From an optimization exercise on the open Yosys and OpenROAD flow, aimed at small area, a short achievable clock period and few clock cycles per item; shortcuts taken in it are not production practice.

==> job 8823: inputs <==
Design accel_dynamic_magnitude, start of the top module:
module accel_dynamic_magnitude
(
    input  logic        clk,
    input  logic        rst_n,
    input  logic        s_axis_tvalid,
    output logic        s_axis_tready,
    input  logic [47:0] s_axis_tdata,
    output logic        m_axis_tvalid,
    input  logic        m_axis_tready,
    output logic [23:0] m_axis_tdata,
    output logic        m_axis_tuser
);
clock: 12.0 ns
lec_check: 0
abc_area: 1
cap_margin: 20
core_margin: 2
core_utilization: 40
place_density: 0.6
slew_margin: 20
tns_end_percent: 5
standard.sh (not shown) runs the stock make flow with config.mk's settings and CLKGATE_MAP_FILE= SYNTH_SCRIPT=/design/flow/synth_recipe.tcl, a recipe that flattens the netlist after the stock synthesis.
==> flow/flow/run.sh <==
#!/bin/bash
set -e
export SETUP_SLACK_MARGIN=${SETUP_SLACK_MARGIN_OVERRIDE:-7.5}
bash standard.sh > standard.log 2>&1
==> job 6184: changes against job 8823 <==
--- a/flow/design.v
+++ b/flow/design.v
@@ -9,105 +9,99 @@
     output logic        s_axis_tready,
     input  logic [47:0] s_axis_tdata,
     output logic        m_axis_tvalid,
     input  logic        m_axis_tready,
     output logic [23:0] m_axis_tdata,
     output logic        m_axis_tuser
 );
+    localparam logic [22:0] ACC_INIT = 23'd3;
     localparam int CAL_N = 100;
-    logic [27:0] cr [3];
-    logic [1:0]  ph;
+    logic [22:0] acc [3];
+    logic [4:0]  rm [3];
     logic [6:0]  cnt;
     logic [4:0]  dstep;
     logic        dividing;
     logic        calibrated;
     logic        cal_full;
-    logic        cal_busy;
-    logic        cal_step;
-    logic [27:0] pe_in, pe_out;
-    logic [15:0] u_sel;
-    logic [22:0] acc_in;
-    logic [5:0]  r2;
-    logic        ge;
     logic [20:0] q_eff [3];
     logic [3:0]  dl_reg [3];
-    logic        adv, adv_base;
+    logic        adv;
     logic        in_accept;
     logic        skid_v, out_v, out_u, skid_u;
     logic [20:0] out_d, skid_d;
     logic [20:0] res_root;
     logic        res_valid, res_tag;
-    assign adv_base      = !skid_v;
-    assign cal_busy      = v1 && t1 && (ph != 2'd2);
-    assign adv           = adv_base && !cal_busy;
+    assign adv           = !skid_v;
     assign cal_full      = (cnt == 7'(CAL_N));
     assign s_axis_tready = adv && !(cal_full && !calibrated);
     assign in_accept     = s_axis_tvalid && s_axis_tready;
-    assign cal_step      = dividing || (v1 && t1 && (!cal_busy || adv_base));
-    assign pe_in  = cr[2];
-    assign u_sel  = (ph == 2'd0) ? p1_dh2[15:0] : ((ph == 2'd1) ? p1_dh1[15:0] : p1_dh0[15:0]);
-    assign acc_in = (cnt == 7'd1) ? 23'd3 : pe_in[22:0];
-    assign r2     = {((dstep == 5'd0) ? 5'd0 : pe_in[27:23]), pe_in[22]};
-    assign ge     = (r2 >= 6'd25);
-    assign pe_out = dividing ? {(ge ? 5'(r2 - 6'd25) : r2[4:0]), pe_in[21:0], ge}
-                             : {pe_in[27:23], acc_in + 23'(u_sel)};
     for (genvar a = 0; a < 3; a++) begin : g_q
-        assign q_eff[a] = calibrated ? cr[a][20:0] : 21'd0;
+        assign q_eff[a] = calibrated ? acc[a][20:0] : 21'd0;
     end
     always_ff @(posedge clk)
     begin
         for (int a = 0; a < 3; a++)
         begin
-            dl_reg[a] <= 4'(4'd0 - cr[a][3:0]);
-        end
-    end
-    always_ff @(posedge clk)
-    begin
-        if (cal_step)
-        begin
-            cr[0] <= pe_out;
-            cr[1] <= cr[0];
-            cr[2] <= cr[1];
+            dl_reg[a] <= 4'(4'd0 - acc[a][3:0]);
         end
     end
     always_ff @(posedge clk or negedge rst_n)
     begin
         if (!rst_n)
         begin
             cnt        <= '0;
-            ph         <= '0;
             dividing   <= 1'b0;
             calibrated <= 1'b0;
             dstep      <= '0;
+            for (int a = 0; a < 3; a++)
+            begin
+                acc[a] <= ACC_INIT;
+                rm[a]  <= '0;
+            end
         end
         else
         begin
             if (in_accept && !calibrated)
             begin
                 cnt <= cnt + 1'b1;
             end
-            if (cal_step)
-            begin
-                ph <= (ph == 2'd2) ? 2'd0 : ph + 1'b1;
-            end
             if (dividing)
             begin
-                if (ph == 2'd2)
+                for (int a = 0; a < 3; a++)
                 begin
-                    dstep <= dstep + 1'b1;
-                    if (dstep == 5'd24)
+                    if ({rm[a], acc[a][22]} >= 6'd25)
                     begin
-                        dividing   <= 1'b0;
-                        calibrated <= 1'b1;
+                        rm[a]  <= 5'({rm[a], acc[a][22]} - 6'd25);
+                        acc[a] <= {acc[a][21:0], 1'b1};
                     end
+                    else
+                    begin
+                        rm[a]  <= {rm[a][3:0], acc[a][22]};
+                        acc[a] <= {acc[a][21:0], 1'b0};
+                    end
+                end
+                dstep <= dstep + 1'b1;
+                if (dstep == 5'd24)
+                begin
+                    dividing   <= 1'b0;
+                    calibrated <= 1'b1;
                 end
             end
-            else if (!calibrated && cal_full && !(v1 && t1))
+            else if (!calibrated)
             begin
-                dividing <= 1'b1;
+                if (adv && v1 && t1)
+                begin
+                    acc[0] <= acc[0] + 23'(p1_dh0[15:0]);
+                    acc[1] <= acc[1] + 23'(p1_dh1[15:0]);
+                    acc[2] <= acc[2] + 23'(p1_dh2[15:0]);
+                end
+                if (cal_full && !(v1 && t1))
+                begin
+                    dividing <= 1'b1;
+                end
             end
         end
     end
     logic v0, t0;
     assign v0 = in_accept;
     assign t0 = !calibrated;
     logic [20:0] dfull0;
==> flow/run.sh (new file) <==
#!/bin/bash
# synth_recipe.tcl (not shown) runs the flow's synth.tcl, then flattens the netlist and writes it again
# the make line also repeats each setting of config.mk as NAME=value (left out here)
make -C /OpenROAD-flow-scripts/flow DESIGN_CONFIG=/design/flow/config.mk WORK_HOME=/design/flow/orfs CLKGATE_MAP_FILE= SYNTH_SCRIPT=/design/flow/synth_recipe.tcl finish
ABC_AREA = default   (was 1)
CAP_MARGIN = 50   (was 20)
CORE_UTILIZATION = 60   (was 40)
PLACE_DENSITY = 0.7   (was 0.6)
SETUP_SLACK_MARGIN = 5   (was default)
SLEW_MARGIN = 80   (was 20)
TNS_END_PERCENT = default   (was 5)
removed: flow/flow/run.sh
removed: flow/standard.sh
==> job 7213: changes against job 8823 <==
--- a/flow/design.v
+++ b/flow/design.v
@@ -9,105 +9,99 @@
     output logic        s_axis_tready,
     input  logic [47:0] s_axis_tdata,
     output logic        m_axis_tvalid,
     input  logic        m_axis_tready,
     output logic [23:0] m_axis_tdata,
     output logic        m_axis_tuser
 );
+    localparam logic [22:0] ACC_INIT = 23'd3;
     localparam int CAL_N = 100;
-    logic [27:0] cr [3];
-    logic [1:0]  ph;
+    logic [22:0] acc [3];
+    logic [4:0]  rm [3];
     logic [6:0]  cnt;
     logic [4:0]  dstep;
     logic        dividing;
     logic        calibrated;
     logic        cal_full;
-    logic        cal_busy;
-    logic        cal_step;
-    logic [27:0] pe_in, pe_out;
-    logic [15:0] u_sel;
-    logic [22:0] acc_in;
-    logic [5:0]  r2;
-    logic        ge;
     logic [20:0] q_eff [3];
     logic [3:0]  dl_reg [3];
-    logic        adv, adv_base;
+    logic        adv;
     logic        in_accept;
     logic        skid_v, out_v, out_u, skid_u;
     logic [20:0] out_d, skid_d;
     logic [20:0] res_root;
     logic        res_valid, res_tag;
-    assign adv_base      = !skid_v;
-    assign cal_busy      = v1 && t1 && (ph != 2'd2);
-    assign adv           = adv_base && !cal_busy;
+    assign adv           = !skid_v;
     assign cal_full      = (cnt == 7'(CAL_N));
     assign s_axis_tready = adv && !(cal_full && !calibrated);
     assign in_accept     = s_axis_tvalid && s_axis_tready;
-    assign cal_step      = dividing || (v1 && t1 && (!cal_busy || adv_base));
-    assign pe_in  = cr[2];
-    assign u_sel  = (ph == 2'd0) ? p1_dh2[15:0] : ((ph == 2'd1) ? p1_dh1[15:0] : p1_dh0[15:0]);
-    assign acc_in = (cnt == 7'd1) ? 23'd3 : pe_in[22:0];
-    assign r2     = {((dstep == 5'd0) ? 5'd0 : pe_in[27:23]), pe_in[22]};
-    assign ge     = (r2 >= 6'd25);
-    assign pe_out = dividing ? {(ge ? 5'(r2 - 6'd25) : r2[4:0]), pe_in[21:0], ge}
-                             : {pe_in[27:23], acc_in + 23'(u_sel)};
     for (genvar a = 0; a < 3; a++) begin : g_q
-        assign q_eff[a] = calibrated ? cr[a][20:0] : 21'd0;
+        assign q_eff[a] = calibrated ? acc[a][20:0] : 21'd0;
     end
     always_ff @(posedge clk)
     begin
         for (int a = 0; a < 3; a++)
         begin
-            dl_reg[a] <= 4'(4'd0 - cr[a][3:0]);
-        end
-    end
-    always_ff @(posedge clk)
-    begin
-        if (cal_step)
-        begin
-            cr[0] <= pe_out;
-            cr[1] <= cr[0];
-            cr[2] <= cr[1];
+            dl_reg[a] <= 4'(4'd0 - acc[a][3:0]);
         end
     end
     always_ff @(posedge clk or negedge rst_n)
     begin
         if (!rst_n)
         begin
             cnt        <= '0;
-            ph         <= '0;
             dividing   <= 1'b0;
             calibrated <= 1'b0;
             dstep      <= '0;
+            for (int a = 0; a < 3; a++)
+            begin
+                acc[a] <= ACC_INIT;
+                rm[a]  <= '0;
+            end
         end
         else
         begin
             if (in_accept && !calibrated)
             begin
                 cnt <= cnt + 1'b1;
             end
-            if (cal_step)
-            begin
-                ph <= (ph == 2'd2) ? 2'd0 : ph + 1'b1;
-            end
             if (dividing)
             begin
-                if (ph == 2'd2)
+                for (int a = 0; a < 3; a++)
                 begin
-                    dstep <= dstep + 1'b1;
-                    if (dstep == 5'd24)
+                    if ({rm[a], acc[a][22]} >= 6'd25)
                     begin
-                        dividing   <= 1'b0;
-                        calibrated <= 1'b1;
+                        rm[a]  <= 5'({rm[a], acc[a][22]} - 6'd25);
+                        acc[a] <= {acc[a][21:0], 1'b1};
                     end
+                    else
+                    begin
+                        rm[a]  <= {rm[a][3:0], acc[a][22]};
+                        acc[a] <= {acc[a][21:0], 1'b0};
+                    end
+                end
+                dstep <= dstep + 1'b1;
+                if (dstep == 5'd24)
+                begin
+                    dividing   <= 1'b0;
+                    calibrated <= 1'b1;
                 end
             end
-            else if (!calibrated && cal_full && !(v1 && t1))
+            else if (!calibrated)
             begin
-                dividing <= 1'b1;
+                if (adv && v1 && t1)
+                begin
+                    acc[0] <= acc[0] + 23'(p1_dh0[15:0]);
+                    acc[1] <= acc[1] + 23'(p1_dh1[15:0]);
+                    acc[2] <= acc[2] + 23'(p1_dh2[15:0]);
+                end
+                if (cal_full && !(v1 && t1))
+                begin
+                    dividing <= 1'b1;
+                end
             end
         end
     end
     logic v0, t0;
     assign v0 = in_accept;
     assign t0 = !calibrated;
     logic [20:0] dfull0;
TNS_END_PERCENT = default   (was 5)
==> job 1687: changes against job 8823 <==
--- a/flow/design.v
+++ b/flow/design.v
@@ -9,105 +9,99 @@
     output logic        s_axis_tready,
     input  logic [47:0] s_axis_tdata,
     output logic        m_axis_tvalid,
     input  logic        m_axis_tready,
     output logic [23:0] m_axis_tdata,
     output logic        m_axis_tuser
 );
+    localparam logic [22:0] ACC_INIT = 23'd3;
     localparam int CAL_N = 100;
-    logic [27:0] cr [3];
-    logic [1:0]  ph;
+    logic [22:0] acc [3];
+    logic [4:0]  rm [3];
     logic [6:0]  cnt;
     logic [4:0]  dstep;
     logic        dividing;
     logic        calibrated;
     logic        cal_full;
-    logic        cal_busy;
-    logic        cal_step;
-    logic [27:0] pe_in, pe_out;
-    logic [15:0] u_sel;
-    logic [22:0] acc_in;
-    logic [5:0]  r2;
-    logic        ge;
     logic [20:0] q_eff [3];
     logic [3:0]  dl_reg [3];
-    logic        adv, adv_base;
+    logic        adv;
     logic        in_accept;
     logic        skid_v, out_v, out_u, skid_u;
     logic [20:0] out_d, skid_d;
     logic [20:0] res_root;
     logic        res_valid, res_tag;
-    assign adv_base      = !skid_v;
-    assign cal_busy      = v1 && t1 && (ph != 2'd2);
-    assign adv           = adv_base && !cal_busy;
+    assign adv           = !skid_v;
     assign cal_full      = (cnt == 7'(CAL_N));
     assign s_axis_tready = adv && !(cal_full && !calibrated);
     assign in_accept     = s_axis_tvalid && s_axis_tready;
-    assign cal_step      = dividing || (v1 && t1 && (!cal_busy || adv_base));
-    assign pe_in  = cr[2];
-    assign u_sel  = (ph == 2'd0) ? p1_dh2[15:0] : ((ph == 2'd1) ? p1_dh1[15:0] : p1_dh0[15:0]);
-    assign acc_in = (cnt == 7'd1) ? 23'd3 : pe_in[22:0];
-    assign r2     = {((dstep == 5'd0) ? 5'd0 : pe_in[27:23]), pe_in[22]};
-    assign ge     = (r2 >= 6'd25);
-    assign pe_out = dividing ? {(ge ? 5'(r2 - 6'd25) : r2[4:0]), pe_in[21:0], ge}
-                             : {pe_in[27:23], acc_in + 23'(u_sel)};
     for (genvar a = 0; a < 3; a++) begin : g_q
-        assign q_eff[a] = calibrated ? cr[a][20:0] : 21'd0;
+        assign q_eff[a] = calibrated ? acc[a][20:0] : 21'd0;
     end
     always_ff @(posedge clk)
     begin
         for (int a = 0; a < 3; a++)
         begin
-            dl_reg[a] <= 4'(4'd0 - cr[a][3:0]);
-        end
-    end
-    always_ff @(posedge clk)
-    begin
-        if (cal_step)
-        begin
-            cr[0] <= pe_out;
-            cr[1] <= cr[0];
-            cr[2] <= cr[1];
+            dl_reg[a] <= 4'(4'd0 - acc[a][3:0]);
         end
     end
     always_ff @(posedge clk or negedge rst_n)
     begin
         if (!rst_n)
         begin
             cnt        <= '0;
-            ph         <= '0;
             dividing   <= 1'b0;
             calibrated <= 1'b0;
             dstep      <= '0;
+            for (int a = 0; a < 3; a++)
+            begin
+                acc[a] <= ACC_INIT;
+                rm[a]  <= '0;
+            end
         end
         else
         begin
             if (in_accept && !calibrated)
             begin
                 cnt <= cnt + 1'b1;
             end
-            if (cal_step)
-            begin
-                ph <= (ph == 2'd2) ? 2'd0 : ph + 1'b1;
-            end
             if (dividing)
             begin
-                if (ph == 2'd2)
+                for (int a = 0; a < 3; a++)
                 begin
-                    dstep <= dstep + 1'b1;
-                    if (dstep == 5'd24)
+                    if ({rm[a], acc[a][22]} >= 6'd25)
                     begin
-                        dividing   <= 1'b0;
-                        calibrated <= 1'b1;
+                        rm[a]  <= 5'({rm[a], acc[a][22]} - 6'd25);
+                        acc[a] <= {acc[a][21:0], 1'b1};
                     end
+                    else
+                    begin
+                        rm[a]  <= {rm[a][3:0], acc[a][22]};
+                        acc[a] <= {acc[a][21:0], 1'b0};
+                    end
+                end
+                dstep <= dstep + 1'b1;
+                if (dstep == 5'd24)
+                begin
+                    dividing   <= 1'b0;
+                    calibrated <= 1'b1;
                 end
             end
-            else if (!calibrated && cal_full && !(v1 && t1))
+            else if (!calibrated)
             begin
-                dividing <= 1'b1;
+                if (adv && v1 && t1)
+                begin
+                    acc[0] <= acc[0] + 23'(p1_dh0[15:0]);
+                    acc[1] <= acc[1] + 23'(p1_dh1[15:0]);
+                    acc[2] <= acc[2] + 23'(p1_dh2[15:0]);
+                end
+                if (cal_full && !(v1 && t1))
+                begin
+                    dividing <= 1'b1;
+                end
             end
         end
     end
     logic v0, t0;
     assign v0 = in_accept;
     assign t0 = !calibrated;
     logic [20:0] dfull0;
ABC_AREA = default   (was 1)
TNS_END_PERCENT = default   (was 5)
==> run notes <==
- Job 6184 ran to the end with no violations. Job 7213 produced a clean layout. Job 8823 went through all stages and came out clean. Job 1687 ran to the end with no violations.
- Between job 8823 and job 1687, the lower routed wire length is in job 1687 (gap about 4%, measured against job 1687).
- Against job 8823, the sequential cell count of job 6184 is lower by 2.
- Of job 8823 and job 6184, job 6184 has the higher hold slack (gap 0.033 ns).
- Against job 1687, the worst setup slack of job 7213 is better by 0.12 ns.
==> figures <==
|  | job 7213 | job 6184 | job 1687 | job 8823 |
|---|---|---|---|---|
| Worst hold endpoint | p5_sr7[4]$_DFFE_PN_ | p7_sr11[8]$_DFFE_PN_ | p5_sr7[22]$_DFFE_PN_ | p5_sr7[24]$_DFFE_PP_ |
| Wire length of the first global-routing pass | 285 mm | 242 mm | 254 mm | 269 mm |
| Post-synthesis adder-cell area fraction | 27.2% | 28.2% | 28.2% | 27.3% |
| Outcome | complete, no violations | complete, no violations | complete, no violations | complete, no violations |
| Synth warnings | 5 | 5 | 5 | 4 |
| Max Clock Freq | 199 MHz | 161 MHz | 195 MHz | 201 MHz |
| Area share of and/or/nand/nor cells after synthesis | 17.4% | 13.9% | 13.9% | 17.1% |
| Stages on worst setup path | 15 | 21 | 15 | 16 |
| Worst min-delay path startpoint | p4_sr5[4]$_DFFE_PN_ | p6_sr9[8]$_DFFE_PN_ | p4_sr5[22]$_DFFE_PN_ | p4_sr5[24]$_DFFE_PP_ |
| Detail-routed via count per cell | 5.12 | 5.79 | 5.28 | 5.04 |
| Overall die area | 161,000 µm² | 104,000 µm² | 155,000 µm² | 156,000 µm² |
Function was not checked in any run of this note: the RTL went through the layout flow alone.

## static timing again, ports no longer ideal
How much do the figures lean on ideal ports? The routed layouts below were timed once more, with nothing changed but the port constraints.
Step 1 (the two cells are an assumption about what drives the block):
set clk [get_ports {clk}]
set_driving_cell -lib_cell sky130_fd_sc_hd__clkbuf_16 $clk
set_driving_cell -lib_cell sky130_fd_sc_hd__buf_2 [delete_from_list [all_inputs] $clk]
Step 2, shift: input delay + t, output delay - t, t = (earliest + latest rising clock arrival at the registers) / 2. This alone moves slack from input paths to output paths.
a / b / c = ideal ports / drivers / drivers and shift; a / b = the first two.
| run | t (ns) | setup slack, ns | worst setup path after step 2 | pins driven straight from the clock port |
|---|---|---|---|---|
| job 8823 | 0.748 | 7.030 / 7.030 / 6.671 | input to register | 1 |
| job 6184 | 0.717 | 5.790 / 5.790 / 5.790 | register to register | 1 |
| job 7213 | 0.759 | 6.987 / 6.987 / 6.987 | register to register | 1 |
| job 1687 | 0.756 | 6.866 / 6.866 / 6.828 | input to register | 1 |
After both steps setup and hold are still met in every run listed. The setup slack of job 8823, which loses most, moves by 0.000 ns with the drivers and by -0.359 ns with both steps.
